What follows belongs to an exercise in optimizing a design on an open flow for small area; a production flow would make more cautious choices.
The RTL was checked by simulation tests, not by an equivalence proof against the original design.
Power is estimated from default activity; no workload was simulated.

$ cat flow/run.sh
#!/bin/bash
# synth_recipe.tcl (not shown) runs the flow's synth.tcl, then flattens the netlist and writes it again
# the make line also repeats each setting of config.mk as NAME=value (left out here)
make -C /OpenROAD-flow-scripts/flow DESIGN_CONFIG=/design/flow/config.mk WORK_HOME=/design/flow/orfs CLKGATE_MAP_FILE= SYNTH_SCRIPT=/design/flow/synth_recipe.tcl finish
$ cat flow/config.mk
export PLATFORM = sky130hd
export DESIGN_NAME = tank_renderer
export DESIGN_NICKNAME = tank_renderer
export VERILOG_FILES = /design/flow/design.v
export SDC_FILE = /design/flow/constraint.sdc
export NUM_CORES = 4
export LEC_CHECK = 0
export CAP_MARGIN = 20
export CORE_MARGIN = 2
export CORE_UTILIZATION = 40
export SLEW_MARGIN = 20
$ cat flow/constraint.sdc
create_clock -name core_clock -period 8.0 [get_ports {pclk}]
set_input_delay 1.6000 -clock core_clock [delete_from_list [all_inputs] [get_ports {pclk}]]
set_output_delay 1.6000 -clock core_clock [all_outputs]
set_load 0.01 [all_outputs]
$ cat flow/design.v
package render_pkg;
    localparam int STATUS_HEIGHT = 8;
    localparam int GAME_Y_END    = 150;
    localparam int TANK_W        = 3;
    localparam int TANK_H        = 4;
    localparam int BULLET_SIZE   = 2;
    typedef logic [7:0]  coord_t;
    typedef logic [8:0]  row_t;
    typedef logic [1:0]  dir_t;
    typedef logic [1:0]  hp_t;
    typedef logic [11:0] rgb_t;
    localparam dir_t DIR_UP    = 2'd0;
    localparam dir_t DIR_DOWN  = 2'd1;
    localparam dir_t DIR_LEFT  = 2'd2;
    localparam dir_t DIR_RIGHT = 2'd3;
    localparam rgb_t COLOR_BG     = 12'hFFF;
    localparam rgb_t COLOR_WALL   = 12'h333;
    localparam rgb_t COLOR_P1     = 12'h0A0;
    localparam rgb_t COLOR_P2     = 12'h00A;
    localparam rgb_t COLOR_BULLET = 12'hF80;
    localparam rgb_t COLOR_HEART  = 12'hF00;
    localparam rgb_t COLOR_SHIELD = 12'h0FF;
    localparam rgb_t COLOR_TEXT   = 12'h000;
    localparam rgb_t COLOR_WIN_P1 = 12'h0F0;
    localparam rgb_t COLOR_WIN_P2 = 12'h00F;
    typedef logic [5:0]  reg_addr_t;
    typedef logic [16:0] reg_data_t;
    localparam reg_addr_t ADDR_CTRL        = 6'd0;
    localparam reg_addr_t ADDR_P1_POS      = 6'd1;
    localparam reg_addr_t ADDR_P1_ATTR     = 6'd2;
    localparam reg_addr_t ADDR_P2_POS      = 6'd3;
    localparam reg_addr_t ADDR_P2_ATTR     = 6'd4;
    localparam reg_addr_t ADDR_BULLET_BASE = 6'd32;
endpackage
`timescale 1ns/100ps
import render_pkg::*;
module scene_regs #(
    parameter int BULLET_NUM = 8
) (
    input  logic                     pclk,
    input  logic                     in_reset_hint,
    input  logic                     wr_req,
    input  render_pkg::reg_addr_t    wr_addr,
    input  render_pkg::reg_data_t    wr_data,
    output logic                     wr_ack,
    output render_pkg::coord_t       p1_x,
    output render_pkg::coord_t       p1_y,
    output render_pkg::coord_t       p2_x,
    output render_pkg::coord_t       p2_y,
    output render_pkg::dir_t         p1_dir,
    output render_pkg::dir_t         p2_dir,
    output render_pkg::hp_t          p1_hp,
    output render_pkg::hp_t          p2_hp,
    output logic                     p1_alive,
    output logic                     p2_alive,
    output logic                     p1_shield,
    output logic                     p2_shield,
    output logic [BULLET_NUM-1:0]    bullet_active,
    output logic [BULLET_NUM*8-1:0]  bullet_xd,
    output logic [BULLET_NUM*8-1:0]  bullet_yd,
    output logic                     game_over,
    output logic                     p1_win
);
    logic        take;
    logic [16:0] wd;      
    logic [7:0]  xd, yd;  
    assign take = wr_req && !wr_ack;
    assign wd   = in_reset_hint ? 17'd0 : wr_data;
    assign xd   = {wr_data[15], wr_data[14:8] ^ wr_data[15:9]};
    assign yd   = {wr_data[7],  wr_data[6:0]  ^ wr_data[7:1]};
    always_ff @(posedge pclk)
        wr_ack <= wr_req && !in_reset_hint;
    always_ff @(posedge pclk) begin
        if (in_reset_hint || (take && wr_addr == ADDR_CTRL)) game_over <= wd[0];
        if (in_reset_hint || (take && wr_addr == ADDR_P1_POS)) {p1_x, p1_y} <= wd[15:0];
        if (in_reset_hint || (take && wr_addr == ADDR_P2_POS)) {p2_x, p2_y} <= wd[15:0];
        if (in_reset_hint || (take && wr_addr == ADDR_P1_ATTR)) {p1_alive, p1_hp} <= wd[4:2];
        if (in_reset_hint || (take && wr_addr == ADDR_P2_ATTR)) {p2_alive, p2_hp} <= wd[4:2];
    end
    always_ff @(posedge pclk) begin
        if (!in_reset_hint && take && wr_addr == ADDR_CTRL) p1_win <= wr_data[1];
        if (!in_reset_hint && take && wr_addr == ADDR_P1_ATTR) {p1_shield, p1_dir} <= {wr_data[5], wr_data[1:0]};
        if (!in_reset_hint && take && wr_addr == ADDR_P2_ATTR) {p2_shield, p2_dir} <= {wr_data[5], wr_data[1:0]};
    end
    for (genvar i = 0; i < BULLET_NUM; i++) begin : g_bullet
        logic we;
        assign we = take && wr_addr == ADDR_BULLET_BASE + i;
        always_ff @(posedge pclk) begin
            if (in_reset_hint || we) bullet_active[i] <= wd[16];
            if (!in_reset_hint && we) begin
                bullet_xd[i*8 +: 8] <= xd;
                bullet_yd[i*8 +: 8] <= yd;
            end
        end
    end
endmodule
`timescale 1ns/100ps
import render_pkg::*;
module tank_sprite (
    input  render_pkg::coord_t pixel_x,
    input  logic [7:0]         game_y,    
    input  logic               in_game,
    input  render_pkg::coord_t tank_x,
    input  render_pkg::coord_t tank_y,
    input  render_pkg::dir_t   tank_dir,
    input  logic               alive,
    input  logic               shield,
    output logic               body_pixel,
    output logic               shield_pixel
);
    function automatic logic [8:0] sub9(input logic [8:0] a, input logic [8:0] b);   
        logic br;
        br = 1'b0;
        for (int k = 0; k < 9; k++) begin
            sub9[k] = a[k] ^ b[k] ^ br;
            br = (~a[k] & b[k]) | (~(a[k] ^ b[k]) & br);
        end
    endfunction
    logic [8:0] col, row;
    logic       in_box, in_ring_box, shape;
    assign col = sub9({1'b0, pixel_x}, {1'b0, tank_x});
    assign row = sub9({1'b0, game_y}, {1'b0, tank_y});
    assign in_box      = (col[8:2] == 7'd0) && (col[1:0] != 2'd3) && (row[8:2] == 7'd0);
    assign in_ring_box = ((col[8:2] == 7'd0) || (&col)) &&
                         (((row[8:3] == 6'd0) && (row[2:0] <= 3'd4)) || (&row));
    always_comb begin
        case (tank_dir)
            DIR_UP:    shape = (row[1:0] != 2'd0) || (col[1:0] == 2'd1);
            DIR_DOWN:  shape = (row[1:0] != 2'd3) || (col[1:0] == 2'd1);
            DIR_LEFT:  shape = (col[1:0] == 2'd0) ? (row[1:0] == 2'd1) : (row[1:0] <= 2'd2);
            default:   shape = (col[1:0] == 2'd2) ? (row[1:0] == 2'd1) : (row[1:0] <= 2'd2);
        endcase
    end
    assign body_pixel   = alive && in_game && in_box && shape;
    assign shield_pixel = alive && shield && in_game && in_ring_box && !in_box;
endmodule
`timescale 1ns/100ps
import render_pkg::*;
module win2 (
    input  logic [7:0] p,
    output logic [7:0] q,     
    output logic [7:0] j      
);
    assign q = {p[7], p[6:0] ^ p[7:1]};
    always_comb begin
        logic seen;
        seen = 1'b0;
        for (int k = 0; k < 8; k++) begin
            j[k] = p[k] & ~seen;
            seen = seen | p[k];
        end
    end
endmodule
module bullet_hit #(
    parameter int BULLET_NUM = 8
) (
    input  render_pkg::coord_t      pixel_x,
    input  logic [7:0]              game_y,
    input  logic                    in_game,
    input  logic [BULLET_NUM-1:0]   bullet_active,
    input  logic [BULLET_NUM*8-1:0] bullet_xd,
    input  logic [BULLET_NUM*8-1:0] bullet_yd,
    output logic                    any_bullet
);
    logic [7:0] qx, jx, qy, jy;
    logic [BULLET_NUM-1:0] hit;
    win2 u_wx (.p(pixel_x), .q(qx), .j(jx));
    win2 u_wy (.p(game_y),  .q(qy), .j(jy));
    for (genvar i = 0; i < BULLET_NUM; i++) begin : g_bullet
        assign hit[i] = bullet_active[i] &&
                        (&((bullet_xd[i*8 +: 8] ~^ qx) | jx)) &&
                        (&((bullet_yd[i*8 +: 8] ~^ qy) | jy));
    end
    assign any_bullet = in_game && (|hit);
endmodule
`timescale 1ns/100ps
import render_pkg::*;
module win_banner (
    input  render_pkg::coord_t pixel_x,
    input  render_pkg::row_t   pixel_y,
    input  logic               game_over,
    input  logic               p1_win,
    output logic               in_box,
    output logic               text_pixel
);
    function automatic logic ge_c(input logic [8:0] x, input logic [8:0] c);   
        logic r;
        r = 1'b1;
        for (int k = 0; k < 9; k++) r = c[k] ? (x[k] & r) : (x[k] | r);
        ge_c = r;
    endfunction
    logic [6:0] column, row_hot;
    always_comb begin
        case (pixel_x)
            8'd78: column = 7'b1111111;
            8'd79: column = 7'b0001001;
            8'd80: column = 7'b0001001;
            8'd81: column = 7'b0001001;
            8'd82: column = 7'b0000110;
            8'd92: column = 7'b0111111;
            8'd93: column = 7'b1000000;
            8'd94: column = 7'b0111000;
            8'd95: column = 7'b1000000;
            8'd96: column = 7'b0111111;
            8'd98: column = 7'b0000000;
            8'd99: column = 7'b1000001;
            8'd100: column = 7'b1111111;
            8'd101: column = 7'b1000001;
            8'd102: column = 7'b0000000;
            8'd104: column = 7'b1111111;
            8'd105: column = 7'b0000010;
            8'd106: column = 7'b0001100;
            8'd107: column = 7'b0010000;
            8'd108: column = 7'b1111111;
            8'd84: column = p1_win ? 7'b0000000 : 7'b1100010;
            8'd85: column = p1_win ? 7'b1000010 : 7'b1010001;
            8'd86: column = p1_win ? 7'b1111111 : 7'b1001001;
            8'd87: column = p1_win ? 7'b1000000 : 7'b1001001;
            8'd88: column = p1_win ? 7'b0000000 : 7'b1000110;
            default: column = 7'b0;
        endcase
    end
    always_comb begin
        for (int r = 0; r < 7; r++) row_hot[r] = (pixel_y == 9'd70 + r);
    end
    assign in_box = game_over && ge_c({1'b0, pixel_x}, 9'd70) && !ge_c({1'b0, pixel_x}, 9'd130) &&
                    ge_c(pixel_y, 9'd60) && !ge_c(pixel_y, 9'd90);
    assign text_pixel = game_over && |(column & row_hot);
endmodule
`timescale 1ns/100ps
import render_pkg::*;
module pixel_compose (
    input  logic               pclk,
    input  logic               in_reset_hint,
    input  logic               in_display,
    input  render_pkg::coord_t pixel_x,
    input  render_pkg::row_t   pixel_y,
    input  logic               in_game,
    input  render_pkg::hp_t    p1_hp,
    input  render_pkg::hp_t    p2_hp,
    input  logic               p1_win,
    input  logic               any_bullet,
    input  logic               p1_body,
    input  logic               p2_body,
    input  logic               p1_shield_px,
    input  logic               p2_shield_px,
    input  logic               map_wall,
    input  logic               banner_box,
    input  logic               banner_text,
    output render_pkg::rgb_t   rgb
);
    function automatic logic ge_c(input logic [8:0] x, input logic [8:0] c);   
        logic r;
        r = 1'b1;
        for (int k = 0; k < 9; k++) r = c[k] ? (x[k] & r) : (x[k] | r);
        ge_c = r;
    endfunction
    logic heart_row, p1_heart, p2_heart, status_line;
    function automatic logic in_span(input logic [7:0] x, input logic [7:0] left);
        in_span = ge_c({1'b0, x}, {1'b0, left}) && !ge_c({1'b0, x}, {1'b0, left} + 9'd5);
    endfunction
    assign heart_row = (pixel_y[8:1] == 8'd1) || (pixel_y[8:1] == 8'd2);
    assign p1_heart = (in_span(pixel_x, 8'd2) && p1_hp >= 2'd1) ||
                      (in_span(pixel_x, 8'd9) && p1_hp >= 2'd2) ||
                      (in_span(pixel_x, 8'd16) && p1_hp >= 2'd3);
    assign p2_heart = (in_span(pixel_x, 8'd179) && p2_hp >= 2'd1) ||
                      (in_span(pixel_x, 8'd186) && p2_hp >= 2'd2) ||
                      (in_span(pixel_x, 8'd193) && p2_hp >= 2'd3);
    assign status_line = (pixel_y == STATUS_HEIGHT - 1);
    always_ff @(posedge pclk) begin
        if (in_reset_hint || !in_display) rgb <= '0;
        else if (banner_text) rgb <= COLOR_TEXT;
        else if (banner_box) rgb <= p1_win ? COLOR_WIN_P1 : COLOR_WIN_P2;
        else if (any_bullet) rgb <= COLOR_BULLET;
        else if (p1_shield_px || p2_shield_px) rgb <= COLOR_SHIELD;
        else if (p1_body) rgb <= COLOR_P1;
        else if (p2_body) rgb <= COLOR_P2;
        else if (in_game && map_wall) rgb <= COLOR_WALL;
        else if (heart_row && (p1_heart || p2_heart)) rgb <= COLOR_HEART;
        else if (status_line) rgb <= COLOR_WALL;
        else rgb <= COLOR_BG;
    end
endmodule
`timescale 1ns/100ps
import render_pkg::*;
module tank_renderer #(
    parameter int BULLET_NUM = 8
) (
    input  logic                  pclk,
    input  logic                  in_reset_hint,
    input  logic                  wr_req,
    input  render_pkg::reg_addr_t wr_addr,
    input  render_pkg::reg_data_t wr_data,
    output logic                  wr_ack,
    input  render_pkg::coord_t    pixel_x,
    input  render_pkg::row_t      pixel_y,
    input  logic                  in_display,
    output render_pkg::coord_t    map_rd_x,
    output render_pkg::coord_t    map_rd_y,
    input  logic                  map_wall,
    output render_pkg::rgb_t      rgb
);
    function automatic logic ge_c(input logic [8:0] x, input logic [8:0] c);   
        logic r;
        r = 1'b1;
        for (int k = 0; k < 9; k++) r = c[k] ? (x[k] & r) : (x[k] | r);
        ge_c = r;
    endfunction
    function automatic logic [8:0] sub9(input logic [8:0] a, input logic [8:0] b);   
        logic br;
        br = 1'b0;
        for (int k = 0; k < 9; k++) begin
            sub9[k] = a[k] ^ b[k] ^ br;
            br = (~a[k] & b[k]) | (~(a[k] ^ b[k]) & br);
        end
    endfunction
    logic [7:0]              p1_x, p1_y, p2_x, p2_y;
    logic [1:0]              p1_dir, p2_dir;
    logic [1:0]              p1_hp, p2_hp;
    logic                    p1_alive, p2_alive, p1_shield, p2_shield;
    logic [BULLET_NUM-1:0]   bullet_active;
    logic [BULLET_NUM*8-1:0] bullet_xd, bullet_yd;
    logic                    game_over, p1_win;
    logic [8:0]              game_y;
    logic                    in_game;
    logic                    any_bullet, p1_body, p2_body, p1_shield_px, p2_shield_px;
    logic                    banner_box, banner_text;
    assign game_y   = sub9(pixel_y, 9'd8);
    assign in_game  = ge_c(pixel_y, 9'd8) && !ge_c(pixel_y, 9'd150);
    assign map_rd_x = pixel_x;
    assign map_rd_y = game_y[7:0];
    scene_regs #(.BULLET_NUM(BULLET_NUM)) u_regs (
        .pclk, .in_reset_hint, .wr_req, .wr_addr, .wr_data, .wr_ack,
        .p1_x, .p1_y, .p2_x, .p2_y, .p1_dir, .p2_dir, .p1_hp, .p2_hp,
        .p1_alive, .p2_alive, .p1_shield, .p2_shield,
        .bullet_active, .bullet_xd, .bullet_yd, .game_over, .p1_win
    );
    tank_sprite u_p1_sprite (
        .pixel_x, .game_y(game_y[7:0]), .in_game, .tank_x(p1_x), .tank_y(p1_y), .tank_dir(p1_dir),
        .alive(p1_alive), .shield(p1_shield), .body_pixel(p1_body), .shield_pixel(p1_shield_px)
    );
    tank_sprite u_p2_sprite (
        .pixel_x, .game_y(game_y[7:0]), .in_game, .tank_x(p2_x), .tank_y(p2_y), .tank_dir(p2_dir),
        .alive(p2_alive), .shield(p2_shield), .body_pixel(p2_body), .shield_pixel(p2_shield_px)
    );
    bullet_hit #(.BULLET_NUM(BULLET_NUM)) u_bullets (
        .pixel_x, .game_y(game_y[7:0]), .in_game, .bullet_active, .bullet_xd, .bullet_yd,
        .any_bullet
    );
    win_banner u_banner (
        .pixel_x, .pixel_y, .game_over, .p1_win, .in_box(banner_box), .text_pixel(banner_text)
    );
    pixel_compose u_compose (
        .pclk, .in_reset_hint, .in_display, .pixel_x, .pixel_y, .in_game,
        .p1_hp, .p2_hp, .p1_win, .any_bullet, .p1_body, .p2_body,
        .p1_shield_px, .p2_shield_px, .map_wall, .banner_box, .banner_text, .rgb
    );
endmodule
==> impl_results.md, run 1 <==
- Outcome: finished clean
- Most common library cell in the layout ignoring fill and taps: edfxtp_1
- Max-Cap Viols: 0
- Maximum number of pins on one net before global-route repair: 35
- Total number of vias: ~9.6k
- Top-level I/O count: between 70 and 80
- Total core area: between 0.02 and 0.03 mm2
- Area growth syn-to-layout: 14.3%
- Final period demand of the worst path: 6670 ps
- Cell count after synthesis: approximately 1.1k
- Area contributors post-synth: edfxtp_1 46%, xnor2_1 6.5%, fa_1 4.7%, ha_1 3.6%, nor2_1 2.4%
- Count of fill cells added during filler insertion: about 2.7k
- Endpoints failing hold: 0
- Leakage power of the design: about 4.6 nW
- Yosys warning count: 6
- Library cell with the largest summed area after synthesis: edfxtp_1
- Worst Hold Launch: u_regs.wr_ack
- Most frequent cells in the layout: 182 x edfxtp_1, 89 x xnor2_1, 75 x nor2_1
- Net count after synthesis: around 1.2k
- Post-cts repair resize count: 0
- Via-to-Cell Ratio: around 6
- Width of the die: around 180 um
- Antenna violations before repair: 0
- DRC violations left: 0
- Part of the Yosys area used for sequential elements: between 40% and 50%
- Worst Tran Pin Value: 1190 ps
- Ratio of cells with drive above 1 in the final layout: under 10%
- H-tree depth: 4
- Starting density of the core: between 40% and 50%
- Maximum clock frequency: between 150 and 200 MHz
- Number of enable flip-flop cells after synthesis: 182
- Area share of and/or/nand/nor cells after synthesis: between 10% and 20%
- Root Buffer Master: clkbuf_16
- Vias in the first global route: 9139
- Maximum ir drop on the vdd rail: 0.140 mV
- Crit path launch type: input port
- Dominant combinational cell family by area after synthesis: simple AND/OR/NAND/NOR gates
- XOR/XNOR Fraction of Synth Area: 9.11%
- Sink count of the clock tree: 193
- Antenna diodes: 0
- Power per cell area: around 190 mW/mm2
- Number of nets at the end of the flow: 1276
- Detailed Routing Iterations Pass 1: 6
- Critical path arrival: 6990 ps
- Share of the clock period used by the worst path: 83.3%
- Endpoint of the worst hold path: u_regs.p2_dir[1]
- Postcts setup bufs: 0
- Number of placement rows: 63
- Reg-to-Reg Start: u_regs.p1_y[0]
- Area share of the leading cell type in the synthesized netlist: 45.6%
- Crit end category: register
- Wire length of the first global-routing pass: a little under 60 mm
- Data required time of the worst path: between 8000 and 9000 ps
- Mean post-synth cell area: roughly 11 um2
- Mux contribution to synthesized area: 0.178%
- Half-perimeter wire length after detailed placement: roughly 30 mm
- Weighted congestion at the end of routability-driven global placement: 0.966
- Worst flop-to-flop path endpoint: u_compose.rgb[1]
- Final global-route overflow total: 0
- Type of the worst min-delay path: reg -> reg
- Adder and majority gate portion of the synthesized area: between 8 and 9%
- Residual antenna-violating net count after detailed routing: 0
- Starting DRC count in detailed routing: about 1.2k
- Vertical extent of the die: about 180 um
- Hold Path Cell Cnt: 3
- Combined area of the multi-input logic cells: 0.00571 mm2
- Syn Std Cell Area: roughly 0.012 mm2
- Number of library cell types mapped by synthesis: between 70 and 80
- Depth of the most critical reg-to-reg path: 20
- Buffers from clock root to sink, at most: 2
- TritonCTS clock tree: built
- Max_slew headroom: around 20%
- Setup TNS: 0 ps
- R2R setup slack: between 2000 and 3000 ps
- Die ar.: ~0.031 mm2
- Detailed-route wire length per cell: between 20 and 30 um
- Register cell area after layout: between 0.005 and 0.006 mm2
- Final routed wirelength across all metal layers: 40.1 mm
- Fraction of the mapped netlist area in compound gates: around 14%
- Max-slew violation total from the final report: 0
- Clock insertion delay at the later pin of the skew report: 450 ps
- Top_reg_cell synth: edfxtp_1
- Post-Route Utilization: approximately 46%
- Post-synthesis async set-or-reset flop share: 0%
- TritonCTS buffer count: 17
- Count of endpoints failing setup in the final report: 0
- Flops & latches, synth: just under 200
- CTS Hold Bufs: 0
- Unrepaired setup endpoints after global routing: no
- Input/output buffers: between 70 and 80
- Worst Path Class, Setup: in -> reg
- GR Util All Layers: a little over a quarter
- Maximum net fanout on the critical path: 11
- Clock transition time at the flip-flop clock pins of the worst setup and hold paths: 70 ps
- Setup Skew: approximately 11 ps
==> power breakdown <==
group | total (mW) | switching [mW] | internal, mW
Clock | 0.851 | 0.411 | 0.440
Sequential | 1.16 | 0.0141 | 1.14
Combinational | 0.544 | 0.340 | 0.204
Total | 2.55 | 0.764 | 1.79
==> stage by stage <==
stage	cells	hold WS, ps	setup WS, ps	power (mW)	area, um2
2_1_floorplan	1114	683	1680	1.50	12000
3_3_place_gp	1540	732	1040	1.71	13100
3_5_place_dp	1540	752	849	1.71	13100
4_1_cts	1572	763	1300	2.55	13700
5_1_grt	1572	807	749	2.64	13700
6_report	1572	758	1330	2.55	13700
==> how the worst max path moves through the flow <==
stage | endpoint | cells after the start | from | slack (ps)
4_1_cts | u_compose.rgb[4] | 23 | pixel_x[0] | 1300
2_1_floorplan | u_compose.rgb[7] | 22 | pixel_y[0] | 1680
6_report | u_compose.rgb[4] | 23 | pixel_x[0] | 1330
5_1_grt | u_compose.rgb[5] | 23 | pixel_x[0] | 750
3_3_place_gp | u_compose.rgb[7] | 23 | pixel_x[0] | 1040
3_5_place_dp | u_compose.rgb[4] | 23 | pixel_x[0] | 850
==> worst max-delay path: stages <==
cell and delay [ps]:
clkdlybuf4s50_1 390, buf_4 180, inv_1 240, ha_1 190
inv_1 50, fa_1 420, fa_1 410, inv_1 90
fa_1 180, inv_1 60, fa_1 410, fa_1 430
fa_1 390, inv_1 80, fa_1 170, nor4b_1 310
nand2_1 90, nor4bb_1 360, nand4b_1 320, o21ai_0 210
a31oi_1 120, o21ai_0 220, nand2_1 70
==> area by class of cell <==
class / instances / share of cell area (%)
clock buffer: 18 / 3.13
clock inverter: 14 / 1.03
inverter: 69 / 1.89
multi-input combinational: 781 / 41.7
sequential: 193 / 41.5
tap: 390 / 3.56
timing repair buffer: 107 / 7.20
==> state kept, by name, summed over array words and instances (netlist names) <==
signal,cells
u_regs.p2_shield,1
u_regs.bullet_yd,64
u_regs.p1_y,8
u_compose.rgb,10
u_regs.p2_x,8
u_regs.p1_shield,1
u_regs.p2_alive,1
u_regs.p1_x,8
u_regs.p1_hp,2
u_regs.p1_dir,2
u_regs.wr_ack,1
u_regs.p2_hp,2
u_regs.game_over,1
u_regs.p2_y,8
u_regs.bullet_active,8
u_regs.p1_win,1
u_regs.bullet_xd,64
u_regs.p1_alive,1
u_regs.p2_dir,2
==> routing by layer <==
| layer | up-vias | wire length (um) | GRT usage, % |
|---|---|---|---|
| met5 | - | 0 | 0 |
| met4 | 0 | 1640 | 11.1 |
| met3 | 88 | 3720 | 4.49 |
| met2 | 560 | 18400 | 41.5 |
| met1 | 4666 | 16400 | 35.1 |
| li1 | 4255 | - | - |
==> synth_stat cells, types with 20 or more instances <==
cell type,count
xnor2_1,89
nand2_1,63
nor2_1,78
o22ai_1,35
fa_1,28
inv_1,68
nand3_1,25
edfxtp_1,182
nand4_1,20
o21ai_0,52
nor3_1,32
ha_1,34
nor4_1,27
clkbuf_1,45
nor2b_1,24
a21oi_1,23
xor2_1,33
==> cells by family (layout without fill, tap and decap cells) <==
kind of cell / count (synthesis) / count (layout)
and+or+nand+nor: 356 / 356
AOI/OAI and AO/OA: 238 / 238
DFF: 193 / 193
buffers and inverters: 140 / 208
xor gates and xnor gates: 123 / 123
adders and majority gates: 62 / 62
muxes: 2 / 2
==> run 2, diff against run 1 <==
--- a/flow/design.v
+++ b/flow/design.v
@@ -138,9 +138,10 @@
 import render_pkg::*;
 module win2 (
     input  logic [7:0] p,
-    output logic [7:0] q,     
-    output logic [7:0] j      
+    output logic [7:0] a,     
+    output logic [7:0] b      
 );
+    logic [7:0] q, j;
     assign q = {p[7], p[6:0] ^ p[7:1]};
     always_comb begin
         logic seen;
@@ -150,6 +151,8 @@
             seen = seen | p[k];
         end
     end
+    assign a = q | j;
+    assign b = ~q | j;
 endmodule
 module bullet_hit #(
     parameter int BULLET_NUM = 8
@@ -162,14 +165,19 @@
     input  logic [BULLET_NUM*8-1:0] bullet_yd,
     output logic                    any_bullet
 );
-    logic [7:0] qx, jx, qy, jy;
+    logic [7:0] ax, bx, ay, by;
     logic [BULLET_NUM-1:0] hit;
-    win2 u_wx (.p(pixel_x), .q(qx), .j(jx));
-    win2 u_wy (.p(game_y),  .q(qy), .j(jy));
+    win2 u_wx (.p(pixel_x), .a(ax), .b(bx));
+    win2 u_wy (.p(game_y),  .a(ay), .b(by));
     for (genvar i = 0; i < BULLET_NUM; i++) begin : g_bullet
-        assign hit[i] = bullet_active[i] &&
-                        (&((bullet_xd[i*8 +: 8] ~^ qx) | jx)) &&
-                        (&((bullet_yd[i*8 +: 8] ~^ qy) | jy));
+        logic [7:0] sx, sy, tx, ty;
+        assign sx = bullet_xd[i*8 +: 8];
+        assign sy = bullet_yd[i*8 +: 8];
+        for (genvar k = 0; k < 8; k++) begin : g_bit
+            assign tx[k] = sx[k] ? ax[k] : bx[k];
+            assign ty[k] = sy[k] ? ay[k] : by[k];
+        end
+        assign hit[i] = bullet_active[i] && (&tx) && (&ty);
     end
     assign any_bullet = in_game && (|hit);
 endmodule
--- a/flow/config.mk
+++ b/flow/config.mk
@@ -5,7 +5,9 @@
 export SDC_FILE = /design/flow/constraint.sdc
 export NUM_CORES = 4
 export LEC_CHECK = 0
+export ABC_AREA = 1
 export CAP_MARGIN = 20
 export CORE_MARGIN = 2
-export CORE_UTILIZATION = 40
+export CORE_UTILIZATION = 70
+export CTS_BUF_LIST = sky130_fd_sc_hd__clkbuf_4 sky130_fd_sc_hd__clkbuf_8
 export SLEW_MARGIN = 20
==> run 2 against run 1 <==
Largest power group unchanged. Routed wire length decreased by 3.8%. Cell area decreased by 1.5%. Critical endpoint is now u_compose.rgb[1]. Still clean. Largest cell class is now sequential cells. Die area decreased by 41%. Register-to-register slack improved by 350 ps. Synthesized cell count increased by 35%. Worst hold slack got worse by 13 ps.
==> impl_results.md, run 2 <==
- Buffers from clock root to sink, at most: 2
- Antenna diodes: 0
- Worst Path Class, Setup: in -> reg
- Setup Skew: about 15 ps
- Ratio of cells with drive above 1 in the final layout: ~4.1%
- Postcts setup bufs: 0
- Maximum net fanout on the critical path: 7
- Placed Cells incl. Taps: roughly 1.8k
- Max_slew headroom: roughly 26%
- Maximum ir drop on the vdd rail: 0.124 mV
- Weighted congestion at the end of routability-driven global placement: 1.04
- Register cell area after layout: roughly 0.0057 mm2
- Worst Hold Launch: u_regs.wr_ack
- Most frequent cells in the layout: 366 x nand2_1, 229 x inv_1, 227 x nor2_1
- Crit end category: register
- Critical path arrival: roughly 6700 ps
- Share of the clock period used by the worst path: about four fifths
- Number of library cell types mapped by synthesis: 47
- Final global-route overflow total: 0
- Type of the worst min-delay path: reg -> reg
- Maximum clock frequency: between 150 and 200 MHz
- Most common library cell in the layout ignoring fill and taps: nand2_1
- Number of standard cells in the layout, taps in and fillers out: around 1.8k
- Logic gate share of total power: 21.9%
- Top-count cell post-synth: nand2_1
- Worst Tran Pin Value: 1100 ps
- Origin of the worst setup path: pixel_x[0]
- Switching fraction of total power: roughly a third
- Top Registers: u_regs.bullet_xd: 64 flops, u_regs.bullet_yd: 64 flops, u_compose.rgb: 10 flops
- Maximum number of pins on one net before global-route repair: 32
- Vertical extent of the die: 136 um
- Crit path launch type: input port
- Number of nets at the end of the flow: ~1.7k
- Clock insertion delay at the later pin of the skew report: roughly 500 ps
- GR Util All Layers: 42.9%
- Most frequent cells after synthesis: 366 x nand2_1, 231 x nor2_1, 229 x inv_1
- Combined area of the multi-input logic cells: approximately 0.0055 mm2
- Leakage power of the design: roughly 6 nW
- Wire length of the first global-routing pass: 57.6 mm
- Proportion of power drawn by the clock network: 27.9%
- Unrepaired setup endpoints after global routing: no
- Endpoints failing hold: 0
- Data required time of the worst path: between 8000 and 9000 ps
- Sw Pwr: between 0.7 and 0.8 mW
- Max-Cap Viols: 0
- Reg-to-Reg Start: u_regs.p2_x[0]
- Number of enable flip-flop cells after synthesis: roughly 180
- Syn Std Cell Area: 0.0122 mm2
- Sink count of the clock tree: 193
- Internal portion of total power: 1.53 mW
- Total core area: 0.0172 mm2
- Net count after synthesis: approximately 1.6k
- Top-level I/O count: 74
- Starting density of the core: a little under three quarters
- Count of endpoints failing setup in the final report: 0
- Power per cell area: roughly 170 mW/mm2
- Worst setup slack after placement: ~1300 ps
- TritonCTS clock tree: built
- Area contributors post-synth: edfxtp_1 45%, nand2_1 11%, nor2_1 7.1%, inv_1 7.0%, nand3_1 6.7%
- R2R setup slack: between 3000 and 4000 ps
- Final period demand of the worst path: ~6300 ps
- Part of the Yosys area used for sequential elements: a little under half
- Residual antenna-violating net count after detailed routing: 0
- Antenna violations before repair: 1
- Setup TNS: 0 ps
- Width of the die: ~140 um
- Area growth syn-to-layout: 10.5%
- Total number of vias: around 11k
- Max-slew violation total from the final report: 0
- Die ar.: between 0.015 and 0.02 mm2
- Final routed wirelength across all metal layers: just under 40 mm
- Mean post-synth cell area: ~8 um2
- Count of fill cells added during filler insertion: roughly 1.2k
- Post-Route Utilization: between 70% and 80%
- Number of placement rows: 48
- DRC violations left: 0
- Starting DRC count in detailed routing: 1779
- Yosys warning count: 6
- Sequential share of power: 50.2%
- Vias in the first global route: approximately 10k
- H-tree depth: 4
- Outcome: finished clean
- Post-synthesis async set-or-reset flop share: 0%
- Flops & latches, synth: 193
- CTS Hold Bufs: 0
- Root Buffer Master: clkbuf_8
- Area share of the leading cell type in the synthesized netlist: between 40% and 50%
- Top_reg_cell synth: edfxtp_1
- Post-cts repair resize count: 0
- Detailed Routing Iterations Pass 1: 6
- Library cell with the largest summed area after synthesis: edfxtp_1
- Via-to-Cell Ratio: a little over 6
- Input/output buffers: 73
- Half-perimeter wire length after detailed placement: 29.6 mm
- Cell count after synthesis: 1507
- Clock transition time at the flip-flop clock pins of the worst setup and hold paths: roughly 110 ps
- TritonCTS buffer count: 17
- Detailed-route wire length per cell: ~21 um
- Worst Slack Setup Final: between 1500 and 2000 ps
## run 2: changes by cell type after synthesis, sizes merged, moves of 31 or more
cell    before  now
nand2       63  371
nor2        78  236
clkbuf      45    6
o22ai       35    1
inv         68  232
nand3b       4   35
xnor2       89    2
nand3       25  167
## run 2: final cells by class
class / instances / area share, %
sequential: 193 / 42.2
tap: 225 / 2.09
multi-input combinational: 1048 / 40.5
inverter: 234 / 6.51
clock inverter: 15 / 1.20
clock buffer: 17 / 1.73
timing repair buffer: 80 / 5.81
## run 2: final timing paths
| path | cells after the start | to |
|---|---|---|
| setup / recovery | 25 | u_compose.rgb[1] |
| hold / removal | 3 | u_regs.p1_win |
| setup reg to reg | 23 | u_compose.rgb[1] |
| hold reg to reg | 3 | u_regs.p1_win |
## run 2: cell families (layout without fill, tap and decap cells)
kind of cell             count (synthesis)  in the layout  share of synthesized area [%]
XOR/XNOR                                18             18                           1.29
adder cells (fa/ha/maj)                 54             54                           7.26
flip-flops                             193            193                           46.6
buffers and inverters                  266            346                           8.79
multiplexers                             6              6                          0.492
AND/OR/NAND/NOR                        862            862                           30.7
AO/OA/AOI/OAI                          108            108                           4.88
## run 2: metal layers
metal | track usage (%) | vias up | wire length [um]
li1 | - | 5041 | -
met1 | 61.3 | 5058 | 14300
met3 | 10.2 | 152 | 5940
met4 | 15.5 | 2 | 1820
met5 | 0 | - | 26
met2 | 64.5 | 984 | 16500
## run 2: worst max-delay path: stages
cell and delay (ps):
clkdlybuf4s50_1 580, inv_2 200, ha_1 160, inv_1 50, fa_1 410, fa_1 400
inv_1 90, fa_1 180, inv_1 60, fa_1 420, fa_1 450, fa_1 410
inv_1 90, fa_1 450, nand3_1 110, nor2_1 80, nand3_1 120, nand2_1 60
inv_1 70, nand4_1 100, nand2_1 160, inv_1 90, a21oi_1 150, nand2_1 70
a21oi_1 130
## run 2: stage by stage
stage,hold WS [ps],power [mW],cell area (um2)
CTS,738,2.27,13500
global route,774,2.36,13500
floorplan,608,1.47,12200
global placement,681,1.64,13100
detailed placement,709,1.65,13100
finish,745,2.29,13500
## run 2: power by group through the flow
stage / combinational [mW] / clock, mW / sequential (mW)
after floorplan: 0.301 / 0 / 1.17
after global placement: 0.464 / 0 / 1.17
after detailed placement: 0.481 / 0 / 1.17
after CTS: 0.484 / 0.633 / 1.15
after global routing: 0.542 / 0.666 / 1.15
final: 0.502 / 0.640 / 1.15
==> run 3, diff against run 2 <==
==> flow/flow/run.sh (new file) <==
#!/bin/bash
# The standard layout (standard.sh), with two changes: synthesis maps logic with an
# area-oriented abc script, and the port buffers are the smallest buffer cell.
set -euo pipefail
W=$(pwd)
export FLOW_ABC_SCRIPT=$W/flow/area.abc
export BUFFER_PORTS_ARGS="-buffer_cell sky130_fd_sc_hd__buf_1"
sed -e "s#SYNTH_SCRIPT=[^ ]*#SYNTH_SCRIPT=$W/flow/synth.tcl #" standard.sh > $W/flow_standard.sh
grep -q "SYNTH_SCRIPT=$W/flow/synth.tcl" $W/flow_standard.sh
bash $W/flow_standard.sh > $W/flow_make.log 2>&1
==> flow/flow/area.abc (new file) <==
strash
dch
map -a
topo
stime -c
==> flow/flow/synth.tcl (new file) <==
# The standard synthesis script (synth_recipe.tcl), with the abc mapping step given an
# area-oriented script ($::env(FLOW_ABC_SCRIPT)) in place of ORFS's; registers are untouched
proc synth {args} { yosys synth -nofsm -noshare {*}$args }
proc abc {args} {
  set i [lsearch -exact $args -script]
  if { $i >= 0 } { lset args [expr {$i + 1}] $::env(FLOW_ABC_SCRIPT) }
  yosys abc {*}$args
}
source $::env(SCRIPTS_DIR)/synth.tcl
# left out here: clear keep_hierarchy, flatten, clean up, hide names made inside functions, write 1_2_yosys.v
==> flow/standard.sh (new file) <==
#!/bin/bash
# synth_recipe.tcl (not shown) runs the flow's synth.tcl, then flattens the netlist and writes it again
# the make line also repeats each setting of config.mk as NAME=value (left out here)
make -C /OpenROAD-flow-scripts/flow DESIGN_CONFIG=/design/flow/config.mk WORK_HOME=/design/flow/orfs CLKGATE_MAP_FILE= SYNTH_SCRIPT=/design/flow/synth_recipe.tcl "${@:-finish}"
removed: flow/run.sh
==> run 3 against run 2 <==
Still clean. Sequential share of layout area increased by 8.4 points. Sequential power is essentially flat. Utilization shrank 0.60 points. Cell area decreased by 17%. Worst setup slack got worse by 480 ps.
==> impl_results.md, run 3 <==
- Postcts setup bufs: 0
- Detailed Routing Iterations Pass 1: 11
- H-tree depth: 4
- Final routed wirelength across all metal layers: a little under 30 mm
- Most frequent cells in the layout: 182 x edfxtp_1, 155 x clkinv_1, 137 x nor2_1
- Half-perimeter wire length after detailed placement: 21.8 mm
- Number of library cell types mapped by synthesis: 44
- Critical path destination: u_compose.rgb[6]
- Number of enable flip-flop cells after synthesis: approximately 180
- Final global-route overflow total: 0
- Number of placement rows: 44
- Mean post-synth cell area: between 10 and 15 um2
- Die ar.: roughly 0.016 mm2
- Number of nets at the end of the flow: between 1k and 1.5k
- Detailed-route wire length per cell: between 20 and 25 um
- Part of the Yosys area used for sequential elements: between 50% and 60%
- Width of the die: 125 um
- Buffers from clock root to sink, at most: 2
- Yosys warning count: 6
- Power per cell area: between 150 and 200 mW/mm2
- Sink count of the clock tree: 193
- Top-level I/O count: 74
- Weighted congestion at the end of routability-driven global placement: about 1
- Leakage power of the design: between 3 and 4 nW
- Maximum net fanout on the critical path: 5
- Vertical extent of the die: approximately 130 um
- Endpoints failing hold: 0
- Top-count cell post-synth: edfxtp_1
- Wire length of the first global-routing pass: about 44 mm
- Ratio of cells with drive above 1 in the final layout: roughly 5.6%
- Input/output buffers: 73
- Crit path launch type: input port
- CTS Hold Bufs: 0
- Net count after synthesis: ~1.1k
- Maximum ir drop on the vdd rail: 0.153 mV
- Top Registers: u_regs.bullet_xd: 64 flops, u_regs.bullet_yd: 64 flops, u_compose.rgb: 10 flops
- Post-Route Utilization: 77.9%
- Worst Path Class, Setup: in -> reg
- Most common library cell in the layout ignoring fill and taps: edfxtp_1
- Critical path arrival: between 7000 and 8000 ps
- Via-to-Cell Ratio: about 6.6
- Residual antenna-violating net count after detailed routing: 0
- Count of fill cells added during filler insertion: just under 1k
- Type of the worst min-delay path: reg -> reg
- Crit end category: register
- R2R setup slack: 2400 ps
- Max-slew violation total from the final report: 0
- DRC violations left: 0
- Max_slew headroom: about 28%
- Switching fraction of total power: between 30% and 40%
- Worst Tran Pin Value: 1060 ps
- Setup TNS: 0 ps
- Vias in the first global route: around 8k
- Syn Std Cell Area: 0.0103 mm2
- Setup Skew: between 10 and 15 ps
- GR Util All Layers: a little under two fifths
- Post-synthesis async set-or-reset flop share: 0%
- Outcome: finished clean
- Count of endpoints failing setup in the final report: 0
- Sw Pwr: 0.662 mW
- Depth of the most critical reg-to-reg path: 23
- Number of standard cells in the layout, taps in and fillers out: roughly 1.3k
- Root Buffer Master: clkbuf_8
- Proportion of power drawn by the clock network: ~30%
- Total number of vias: around 8.5k
- Flops & latches, synth: 193
- Clock insertion delay at the later pin of the skew report: 490 ps
- Most frequent cells after synthesis: 182 x edfxtp_1, 155 x clkinv_1, 137 x nor2_1
- Area growth syn-to-layout: 9.56%
- TritonCTS clock tree: built
- Worst flop-to-flop path endpoint: u_compose.rgb[6]
- Unrepaired setup endpoints after global routing: no
- Logic gate share of total power: between 10% and 20%
- Antenna diodes: 0
- Cell count after synthesis: 994
- Area contributors post-synth: edfxtp_1 53%, clkinv_1 5.7%, fa_1 5.5%, nor2_1 5.0%, nand2_1 4.8%
- Reg-to-Reg Start: u_regs.p1_x[0]
- Maximum clock frequency: ~150 MHz
- Antenna violations before repair: 0
- Max-Cap Viols: 0
- Area share of the leading cell type in the synthesized netlist: a little over half
- Final period demand of the worst path: 6750 ps
- Post-cts repair resize count: 0
- Data required time of the worst path: approximately 8400 ps
- Origin of the worst setup path: pixel_y[0]
- Share of the clock period used by the worst path: a little over four fifths
- TritonCTS buffer count: 17
- Clock transition time at the flip-flop clock pins of the worst setup and hold paths: ~100 ps
- Starting DRC count in detailed routing: between 1k and 1.5k
- Sequential share of power: around 53%
- Top_reg_cell synth: edfxtp_1
- Starting density of the core: between 70% and 80%
- Placed Cells incl. Taps: 1256
- Total core area: 0.0144 mm2
- Internal portion of total power: between 1.5 and 2 mW
- Maximum number of pins on one net before global-route repair: 31
- Library cell with the largest summed area after synthesis: edfxtp_1
==> run 3: worst min-delay path by stage <==
stage,endpoint,slack (ps),startpoint,cells after the start
floorplan,u_compose.rgb[5],610,u_regs.p1_win,2
global placement,u_compose.rgb[5],680,u_regs.p1_win,2
detailed placement,u_compose.rgb[5],700,u_regs.p1_win,2
CTS,u_compose.rgb[5],710,u_regs.p1_win,2
global route,u_compose.rgb[5],750,u_regs.p1_win,2
finish,u_compose.rgb[5],730,u_regs.p1_win,2
==> run 3: critical path, cell delays in order <==
cell and delay [ps]:
buf_1 210, clkinv_1 200, ha_1 250, clkinv_1 60
fa_1 190, fa_1 180, clkinv_1 90, fa_1 480
fa_1 430, clkinv_1 70, fa_1 190, fa_1 180
clkinv_1 80, fa_1 540, nand3_1 100, nor4_1 370
clkinv_1 140, nor4_1 390, clkinv_1 130, nor3_1 640
clkinv_1 220, nand2_1 110, nand2_1 50, a21oi_1 180
nor2_1 70
==> run 3: layer usage <==
| layer | routed length [um] | vias to the layer above | track usage [%] |
|---|---|---|---|
| met2 | 13900 | 646 | 62.9 |
| met5 | 0 | - | 0 |
| met1 | 10400 | 4013 | 48.3 |
| met3 | 3310 | 133 | 7.36 |
| li1 | - | 3737 | - |
| met4 | 1710 | 0 | 19.6 |
==> run 3: stage by stage <==
stage / hold WS, ps / power [mW] / setup slack (ps) / area [um2]
6_report: 727 / 2.18 / 1250 / 11200
5_1_grt: 749 / 2.24 / 920 / 11200
4_1_cts: 712 / 2.16 / 1380 / 11200
3_5_place_dp: 696 / 1.54 / 892 / 10800
3_3_place_gp: 682 / 1.52 / 1120 / 10800
2_1_floorplan: 614 / 1.40 / 1870 / 10300
==> run 3: cells by family (layout without fill, tap and decap cells) <==
| logic type | after synthesis | in the layout | synth area share, % |
|---|---|---|---|
| AOI/OAI and AO/OA | 200 | 200 | 12.7 |
| DFF | 193 | 193 | 55.4 |
| adders and majority gates | 54 | 54 | 8.64 |
| buffers and inverters | 168 | 278 | 6.62 |
| muxes | 3 | 3 | 0.293 |
| xor gates and xnor gates | 16 | 16 | 1.37 |
| and+or+nand+nor | 360 | 360 | 14.9 |
==> run 3: cell type report <==
type | instances | area [um2] | area share, %
flip-flops and latches | 193 | 5690 | 50.6
multi-input cells | 633 | 3920 | 34.9
inverters | 155 | 582 | 5.18
repair buffers | 91 | 409 | 3.64
clock buffers | 18 | 241 | 2.15
well taps | 184 | 230 | 2.05
clock inverters | 14 | 171 | 1.53
==> run 3: power by group through the flow <==
stage                     Sequential, mW  Combinational [mW]  Clock (mW)
after CTS                           1.15               0.368       0.645
after global placement              1.17               0.350           0
after global routing                1.15               0.409       0.678
after detailed placement            1.17               0.364           0
after floorplan                     1.17               0.225           0
final                               1.15               0.379       0.650
==> run 4, diff against run 3 <==
--- a/flow/design.v
+++ b/flow/design.v
@@ -55,7 +55,6 @@
     output logic                     p2_alive,
     output logic                     p1_shield,
     output logic                     p2_shield,
-    output logic [BULLET_NUM-1:0]    bullet_active,
     output logic [BULLET_NUM*8-1:0]  bullet_xd,
     output logic [BULLET_NUM*8-1:0]  bullet_yd,
     output logic                     game_over,
@@ -67,7 +66,8 @@
     assign take = wr_req && !wr_ack;
     assign wd   = in_reset_hint ? 17'd0 : wr_data;
     assign xd   = {wr_data[15], wr_data[14:8] ^ wr_data[15:9]};
-    assign yd   = {wr_data[7],  wr_data[6:0]  ^ wr_data[7:1]};
+    assign yd   = in_reset_hint ? 8'h80 :
+                  wr_data[16] ? {wr_data[7], wr_data[6:0] ^ wr_data[7:1]} : 8'h80;
     always_ff @(posedge pclk)
         wr_ack <= wr_req && !in_reset_hint;
     always_ff @(posedge pclk) begin
@@ -86,11 +86,8 @@
         logic we;
         assign we = take && wr_addr == ADDR_BULLET_BASE + i;
         always_ff @(posedge pclk) begin
-            if (in_reset_hint || we) bullet_active[i] <= wd[16];
-            if (!in_reset_hint && we) begin
-                bullet_xd[i*8 +: 8] <= xd;
-                bullet_yd[i*8 +: 8] <= yd;
-            end
+            if (in_reset_hint || we) bullet_yd[i*8 +: 8] <= yd;
+            if (!in_reset_hint && we) bullet_xd[i*8 +: 8] <= xd;
         end
     end
 endmodule
@@ -160,7 +157,6 @@
     input  render_pkg::coord_t      pixel_x,
     input  logic [7:0]              game_y,
     input  logic                    in_game,
-    input  logic [BULLET_NUM-1:0]   bullet_active,
     input  logic [BULLET_NUM*8-1:0] bullet_xd,
     input  logic [BULLET_NUM*8-1:0] bullet_yd,
     output logic                    any_bullet
@@ -177,7 +173,7 @@
             assign tx[k] = sx[k] ? ax[k] : bx[k];
             assign ty[k] = sy[k] ? ay[k] : by[k];
         end
-        assign hit[i] = bullet_active[i] && (&tx) && (&ty);
+        assign hit[i] = (&tx) && (&ty);
     end
     assign any_bullet = in_game && (|hit);
 endmodule
@@ -197,43 +193,54 @@
         for (int k = 0; k < 9; k++) r = c[k] ? (x[k] & r) : (x[k] | r);
         ge_c = r;
     endfunction
-    logic [6:0] column, row_hot;
+    assign in_box = game_over && ge_c({1'b0, pixel_x}, 9'd70) && !ge_c({1'b0, pixel_x}, 9'd130) &&
+                    ge_c(pixel_y, 9'd60) && !ge_c(pixel_y, 9'd90);
+    logic [6:0] column;
+    logic [2:0] r;
+    logic rows_ok, colsel;
     always_comb begin
-        case (pixel_x)
-            8'd78: column = 7'b1111111;
-            8'd79: column = 7'b0001001;
-            8'd80: column = 7'b0001001;
-            8'd81: column = 7'b0001001;
-            8'd82: column = 7'b0000110;
-            8'd92: column = 7'b0111111;
-            8'd93: column = 7'b1000000;
-            8'd94: column = 7'b0111000;
-            8'd95: column = 7'b1000000;
-            8'd96: column = 7'b0111111;
-            8'd98: column = 7'b0000000;
-            8'd99: column = 7'b1000001;
-            8'd100: column = 7'b1111111;
-            8'd101: column = 7'b1000001;
-            8'd102: column = 7'b0000000;
-            8'd104: column = 7'b1111111;
-            8'd105: column = 7'b0000010;
-            8'd106: column = 7'b0001100;
-            8'd107: column = 7'b0010000;
-            8'd108: column = 7'b1111111;
-            8'd84: column = p1_win ? 7'b0000000 : 7'b1100010;
-            8'd85: column = p1_win ? 7'b1000010 : 7'b1010001;
-            8'd86: column = p1_win ? 7'b1111111 : 7'b1001001;
-            8'd87: column = p1_win ? 7'b1000000 : 7'b1001001;
-            8'd88: column = p1_win ? 7'b0000000 : 7'b1000110;
+        case (pixel_x[5:0])
+            6'd14: column = 7'b1111111;
+            6'd15: column = 7'b0001001;
+            6'd16: column = 7'b0001001;
+            6'd17: column = 7'b0001001;
+            6'd18: column = 7'b0000110;
+            6'd28: column = 7'b0111111;
+            6'd29: column = 7'b1000000;
+            6'd30: column = 7'b0111000;
+            6'd31: column = 7'b1000000;
+            6'd32: column = 7'b0111111;
+            6'd34: column = 7'b0000000;
+            6'd35: column = 7'b1000001;
+            6'd36: column = 7'b1111111;
+            6'd37: column = 7'b1000001;
+            6'd38: column = 7'b0000000;
+            6'd40: column = 7'b1111111;
+            6'd41: column = 7'b0000010;
+            6'd42: column = 7'b0001100;
+            6'd43: column = 7'b0010000;
+            6'd44: column = 7'b1111111;
+            6'd20: column = p1_win ? 7'b0000000 : 7'b1100010;
+            6'd21: column = p1_win ? 7'b1000010 : 7'b1010001;
+            6'd22: column = p1_win ? 7'b1111111 : 7'b1001001;
+            6'd23: column = p1_win ? 7'b1000000 : 7'b1001001;
+            6'd24: column = p1_win ? 7'b0000000 : 7'b1000110;
             default: column = 7'b0;
         endcase
     end
+    assign rows_ok = (pixel_y[8:4] == 5'd4) && ge_c({5'd0, pixel_y[3:0]}, 9'd6) && !ge_c({5'd0, pixel_y[3:0]}, 9'd13);
     always_comb begin
-        for (int r = 0; r < 7; r++) row_hot[r] = (pixel_y == 9'd70 + r);
+        case (pixel_y[3:0])
+            4'd6: colsel = column[0];
+            4'd7: colsel = column[1];
+            4'd8: colsel = column[2];
+            4'd9: colsel = column[3];
+            4'd10: colsel = column[4];
+            4'd11: colsel = column[5];
+            default: colsel = column[6];
+        endcase
     end
-    assign in_box = game_over && ge_c({1'b0, pixel_x}, 9'd70) && !ge_c({1'b0, pixel_x}, 9'd130) &&
-                    ge_c(pixel_y, 9'd60) && !ge_c(pixel_y, 9'd90);
-    assign text_pixel = game_over && |(column & row_hot);
+    assign text_pixel = game_over && (pixel_x[7:6] == 2'b01) && rows_ok && colsel;
 endmodule
 `timescale 1ns/100ps
 import render_pkg::*;
@@ -275,19 +282,31 @@
                       (in_span(pixel_x, 8'd186) && p2_hp >= 2'd2) ||
                       (in_span(pixel_x, 8'd193) && p2_hp >= 2'd3);
     assign status_line = (pixel_y == STATUS_HEIGHT - 1);
+    logic [3:0] code;
+    logic       c333;
     always_ff @(posedge pclk) begin
-        if (in_reset_hint || !in_display) rgb <= '0;
-        else if (banner_text) rgb <= COLOR_TEXT;
-        else if (banner_box) rgb <= p1_win ? COLOR_WIN_P1 : COLOR_WIN_P2;
-        else if (any_bullet) rgb <= COLOR_BULLET;
-        else if (p1_shield_px || p2_shield_px) rgb <= COLOR_SHIELD;
-        else if (p1_body) rgb <= COLOR_P1;
-        else if (p2_body) rgb <= COLOR_P2;
-        else if (in_game && map_wall) rgb <= COLOR_WALL;
-        else if (heart_row && (p1_heart || p2_heart)) rgb <= COLOR_HEART;
-        else if (status_line) rgb <= COLOR_WALL;
-        else rgb <= COLOR_BG;
+        if (in_reset_hint || !in_display || banner_text) code <= 4'b0000;    
+        else if (banner_box) code <= p1_win ? 4'b0101 : 4'b0011;           
+        else if (any_bullet) code <= 4'b1100;                               
+        else if (p1_shield_px || p2_shield_px) code <= 4'b0111;             
+        else if (p1_body) code <= 4'b0100;                                  
+        else if (p2_body) code <= 4'b0010;                                  
+        else if (in_game && map_wall) code <= 4'b0001;                      
+        else if (heart_row && (p1_heart || p2_heart)) code <= 4'b1000;      
+        else if (status_line) code <= 4'b0001;                              
+        else code <= 4'b1111;                                               
     end
+    assign c333 = code == 4'b0001;
+    assign rgb[11:10] = {2{code[3]}};
+    assign rgb[9:8]   = {2{code[3] | c333}};
+    assign rgb[7]     = code[2];
+    assign rgb[6]     = code[2] & code[0];
+    assign rgb[5]     = (code[2] & (code[1] | !code[3])) | c333;
+    assign rgb[4]     = (code[2] & code[0]) | c333;
+    assign rgb[3]     = code[1];
+    assign rgb[2]     = code[1] & code[0];
+    assign rgb[1]     = code[1] | c333;
+    assign rgb[0]     = (code[1] & code[0]) | c333;
 endmodule
 `timescale 1ns/100ps
 import render_pkg::*;
@@ -326,7 +345,6 @@
     logic [1:0]              p1_dir, p2_dir;
     logic [1:0]              p1_hp, p2_hp;
     logic                    p1_alive, p2_alive, p1_shield, p2_shield;
-    logic [BULLET_NUM-1:0]   bullet_active;
     logic [BULLET_NUM*8-1:0] bullet_xd, bullet_yd;
     logic                    game_over, p1_win;
     logic [8:0]              game_y;
@@ -341,7 +359,7 @@
         .pclk, .in_reset_hint, .wr_req, .wr_addr, .wr_data, .wr_ack,
         .p1_x, .p1_y, .p2_x, .p2_y, .p1_dir, .p2_dir, .p1_hp, .p2_hp,
         .p1_alive, .p2_alive, .p1_shield, .p2_shield,
-        .bullet_active, .bullet_xd, .bullet_yd, .game_over, .p1_win
+        .bullet_xd, .bullet_yd, .game_over, .p1_win
     );
     tank_sprite u_p1_sprite (
         .pixel_x, .game_y(game_y[7:0]), .in_game, .tank_x(p1_x), .tank_y(p1_y), .tank_dir(p1_dir),
@@ -352,7 +370,7 @@
         .alive(p2_alive), .shield(p2_shield), .body_pixel(p2_body), .shield_pixel(p2_shield_px)
     );
     bullet_hit #(.BULLET_NUM(BULLET_NUM)) u_bullets (
-        .pixel_x, .game_y(game_y[7:0]), .in_game, .bullet_active, .bullet_xd, .bullet_yd,
+        .pixel_x, .game_y(game_y[7:0]), .in_game, .bullet_xd, .bullet_yd,
         .any_bullet
     );
     win_banner u_banner (
==> flow/flow/run.sh (replaced) <==
#!/bin/bash
# The standard layout (standard.sh) with these changes:
# - synthesis maps logic with an area-oriented abc script (area.abc), and leaves adders to abc
#   instead of mapping them to adder cells first; registers are mapped as in the standard flow
# - the port buffers are the smallest buffer cell
# - clock tree synthesis uses clkbuf_8 and no dummy loads
set -euo pipefail
W=$(pwd)
export FLOW_ABC_SCRIPT=$W/flow/area.abc
export BUFFER_PORTS_ARGS="-buffer_cell sky130_fd_sc_hd__buf_1"
export CTS_ARGS="-sink_clustering_enable -repair_clock_nets -buf_list sky130_fd_sc_hd__clkbuf_8 -dont_use_dummy_load"
sed -e "s#SYNTH_SCRIPT=[^ ]*#SYNTH_SCRIPT=$W/flow/synth.tcl ADDER_MAP_FILE= #" standard.sh > $W/flow_standard.sh
grep -q "SYNTH_SCRIPT=$W/flow/synth.tcl ADDER_MAP_FILE=" $W/flow_standard.sh
bash $W/flow_standard.sh > $W/flow_make.log 2>&1
==> flow/flow/area.abc (replaced) <==
strash
&get -n
&st
&dch -f
&nf -p -a -F 10 -A 10 -C 32 -R 1000
&put
--- a/flow/config.mk
+++ b/flow/config.mk
@@ -8,6 +8,5 @@
 export ABC_AREA = 1
 export CAP_MARGIN = 20
 export CORE_MARGIN = 2
-export CORE_UTILIZATION = 70
-export CTS_BUF_LIST = sky130_fd_sc_hd__clkbuf_4 sky130_fd_sc_hd__clkbuf_8
+export CORE_UTILIZATION = 72
 export SLEW_MARGIN = 20
==> run 4 against run 3 <==
Routed wire length is 3.3% higher. Register-to-register slack gained 350 ps. Cell area decreased by 8.2%. Combinational power up 4%. Largest cell class unchanged. Sequential power barely moved. Die area fell by 9.0%. Final cell count decreased by 11%. Via count fell by 1.0%. Count of clock-buffer cells in the layout fell by 1.
==> impl_results.md, run 4 <==
- Via-to-Cell Ratio: ~7.4
- Share of the clock period used by the worst path: around four fifths
- Internal portion of total power: 1.40 mW
- Most frequent cells after synthesis: 174 x edfxtp_1, 104 x nor2_1, 95 x nand2_1
- Area growth syn-to-layout: 7.83%
- TritonCTS buffer count: 17
- Length of routed met3 wiring: between 3 and 4 mm
- Sink count of the clock tree: about 180
- Setup Skew: ~34 ps
- Maximum clock frequency: ~150 MHz
- TritonCTS clock tree: built
- CTS Hold Bufs: 0
- Maximum ir drop on the vdd rail: around 0.20 mV
- H-tree depth: 4
- Number of nets at the end of the flow: roughly 1.0k
- Max-slew violation total from the final report: 0
- Post-synthesis async set-or-reset flop share: 0%
- Worst Tran Pin Value: around 1200 ps
- Final period demand of the worst path: 6530 ps
- Antenna violations before repair: 0
- Worst Path Class, Setup: in -> reg
- Origin of the worst setup path: pixel_x[1]
- Total core area: 0.0131 mm2
- Clock insertion delay at the later pin of the skew report: about 470 ps
- Count of endpoints failing setup in the final report: 0
- Postcts setup bufs: 0
- Worst flop-to-flop path endpoint: u_compose.code[1]
- Residual antenna-violating net count after detailed routing: 0
- Routed met2 length: roughly 14 mm
- Unrepaired setup endpoints after global routing: no
- Vertical extent of the die: 119 um
- Syn Std Cell Area: 0.00957 mm2
- Maximum net fanout on the critical path: 14
- Hold Path Cell Cnt: 4
- Part of the Yosys area used for sequential elements: a little under three fifths
- Wire length of the first global-routing pass: about 45 mm
- Power per cell area: 191 mW/mm2
- Max_slew headroom: between 10% and 20%
- GR Util All Layers: ~43%
- Chain of cells forming the critical path: buf_1 > or2_0 > nor2_1 > a21oi_1 > a221oi_1 > o2111ai_1 > a2111oi_0 > or4_1 > o41ai_1 > clkinv_1 > o21ai_0 > nor2_1 > nor3_1
- Mean post-synth cell area: between 10 and 15 um2
- Flops & latches, synth: between 150 and 200
- Crit path largest cell delay: 890 ps
- Sw Pwr: approximately 0.57 mW
- Top Registers: u_regs.bullet_xd: 64 flops, u_regs.bullet_yd: 64 flops
- Crit end category: register
- Critical path destination: u_compose.code[1]
- Area contributors post-synth: edfxtp_1 55%, xnor2_1 5.1%, nor2_1 4.1%, nand2_1 3.7%, o21ai_0 3.6%
- Leakage power of the design: between 3 and 4 nW
- Type of the worst min-delay path: reg -> reg
- Input/output buffers: 73
- R2R setup slack: about 2800 ps
- Endpoints failing hold: 0
- Number of placement rows: 42
- Slowest library cell on the worst path: a21oi_1
- Library cell with the largest summed area after synthesis: edfxtp_1
- Final global-route overflow total: 0
- Max-Cap Viols: 0
- Reg-to-Reg Start: u_regs.p1_x[0]
- Detailed Routing Iterations Pass 1: 9
- Number of library cell types mapped by synthesis: between 50 and 60
- Proportion of power drawn by the clock network: between 20% and 30%
- Net count after synthesis: 926
- WL met1: just under 10 mm
- Number of enable flip-flop cells after synthesis: ~170
- Yosys warning count: 6
- Total number of vias: approximately 8.4k
- Logic gate share of total power: 19.9%
- Starting DRC count in detailed routing: roughly 1.5k
- Top-level I/O count: 74
- Most common library cell in the layout ignoring fill and taps: edfxtp_1
- Outcome: finished clean
- Clock transition time at the flip-flop clock pins of the worst setup and hold paths: 80 ps
- Worst Hold Launch: u_regs.p2_shield
- Post-cts repair resize count: 0
- Root Buffer Master: clkbuf_8
- Cell occurring most often along the worst timing path: nor2_1
- Highest routed metal layer: met4
- DRC violations left: 0
- Critical path arrival: 6890 ps
- Data required time of the worst path: 8370 ps
- Half-perimeter wire length after detailed placement: 21.2 mm
- Width of the die: roughly 120 um
- Top-count cell post-synth: edfxtp_1
- Starting density of the core: 73.1%
- Final routed wirelength across all metal layers: about 30 mm
- Top_reg_cell synth: edfxtp_1
- Most frequent cells in the layout: 174 x edfxtp_1, 104 x nor2_1, 95 x nand2_1
- Crit path launch type: input port
- Switching fraction of total power: just under 30%
- Die ar.: between 0.01 and 0.015 mm2
- Depth of the most critical reg-to-reg path: 14
- Setup TNS: 0 ps
- Antenna diodes: 0
- Ratio of cells with drive above 1 in the final layout: under 10%
- Detailed-route wire length per cell: between 20 and 30 um
- Post-Route Utilization: 78.9%
- Sequential share of power: between 50% and 60%
- Buffers from clock root to sink, at most: 2
- Area share of the leading cell type in the synthesized netlist: around 55%
- Weighted congestion at the end of routability-driven global placement: 1.07
- Maximum number of pins on one net before global-route repair: between 40 and 50
- Cell count after synthesis: roughly 880
- Vias in the first global route: around 8k
run 4: changes by cell type after synthesis, sizes merged, moves of 15 or more:
cell / before / now
nor2b: 0 / 25
xor2: 15 / 30
o21ai: 54 / 69
xnor2: 1 / 56
nand2: 130 / 95
clkinv: 155 / 24
maj3: 0 / 26
nor2: 137 / 104
fa: 28 / 0
nand3: 33 / 16
ha: 26 / 0
run 4: logic make-up (layout without fill, tap and decap cells):
logic type                 count (synthesis)  in the layout  synth area share, %
adders and majority gates                 26             26                 2.72
buffers and inverters                     40            131                 2.20
muxes                                      1              1                0.105
xor gates and xnor gates                  86             86                 7.87
AOI/OAI and AO/OA                        220            220                 15.0
and+or+nand+nor                          329            329                 16.5
DFF                                      179            179                 55.6
run 4: cell type report:
type / instances / area (um2)
well taps: 176 / 220
fillers: 791 / 2770
multi-input cells: 662 / 4050
repair buffers: 90 / 403
clock buffers: 17 / 234
flip-flops and latches: 179 / 5330
inverters: 24 / 90.1
run 4: metrics by stage:
stage / hold WS, ps / setup slack [ps] / total power, mW / std cells / instance area (um2)
5_1_grt: 807 / 1180 / 2.02 / 1148 / 10300
4_1_cts: 752 / 1620 / 1.94 / 1148 / 10300
3_3_place_gp: 690 / 1300 / 1.49 / 1131 / 10100
3_5_place_dp: 710 / 1180 / 1.51 / 1131 / 10100
6_report: 759 / 1470 / 1.97 / 1148 / 10300
2_1_floorplan: 612 / 2120 / 1.37 / 881 / 9570
run 4: worst min-delay path by stage:
stage / end
after CTS: u_compose.code[2]
after floorplan: u_compose.code[3]
after detailed placement: u_compose.code[2]
after global placement: u_compose.code[3]
after global routing: u_compose.code[2]
final: u_compose.code[2]
run 4: metal layers:
layer	GRT usage, %	vias up
met5	0	-
met4	27.7	0
met3	8.38	222
met2	70.1	837
met1	52.5	3864
li1	-	3520
run 4: critical path, delay by kind of cell:
| kind | cells | cell delay, ps |
|---|---|---|
| buffers and inverters | 2 | 530 |
| AO/OA/AOI/OAI | 6 | 2760 |
| AND/OR/NAND/NOR | 5 | 1990 |
run 4: power by group through the flow:
stage | Sequential, mW | Combinational [mW] | Clock [mW]
after global placement | 1.13 | 0.357 | 0
after floorplan | 1.12 | 0.243 | 0
final | 1.12 | 0.394 | 0.463
after CTS | 1.11 | 0.375 | 0.451
after global routing | 1.12 | 0.415 | 0.481
after detailed placement | 1.14 | 0.370 | 0

re-timing with driven ports:
No port has a modelled driver above. Below, the same layouts with a new extraction and two added sets of constraints. Step 1 (the two cells are an assumption about what drives the block):
set clk [get_ports {pclk}]
set_driving_cell -lib_cell sky130_fd_sc_hd__clkbuf_16 $clk
set_driving_cell -lib_cell sky130_fd_sc_hd__buf_2 [delete_from_list [all_inputs] $clk]
Step 2 also shifts input and output timing later by t, the mid clock arrival at the registers, as if the neighbouring blocks saw the same clock. Three values: ideal, step 1, step 2; two values: the first two.
run | t (ns) | setup slack, ns | worst hold slack (ns) | worst register clock-pin slew, ns
run 1 | 0.494 | 1.334 / 1.362 / 0.868 | 0.758 / 0.758 / 0.758 | 0.08 / 0.08
run 2 | 0.527 | 1.723 / 1.745 / 1.218 | 0.745 / 0.745 / 0.745 | 0.12 / 0.12
run 3 | 0.516 | 1.246 / 1.255 / 0.738 | 0.727 / 0.727 / 0.727 | 0.11 / 0.11
run 4 | 0.499 | 1.474 / 1.494 / 0.995 | 0.759 / 0.759 / 0.759 | 0.10 / 0.10
After both steps every run listed still meets setup and hold. The setup slack of run 3, which loses most, moves by +0.009 ns with the drivers and by -0.508 ns with both steps.
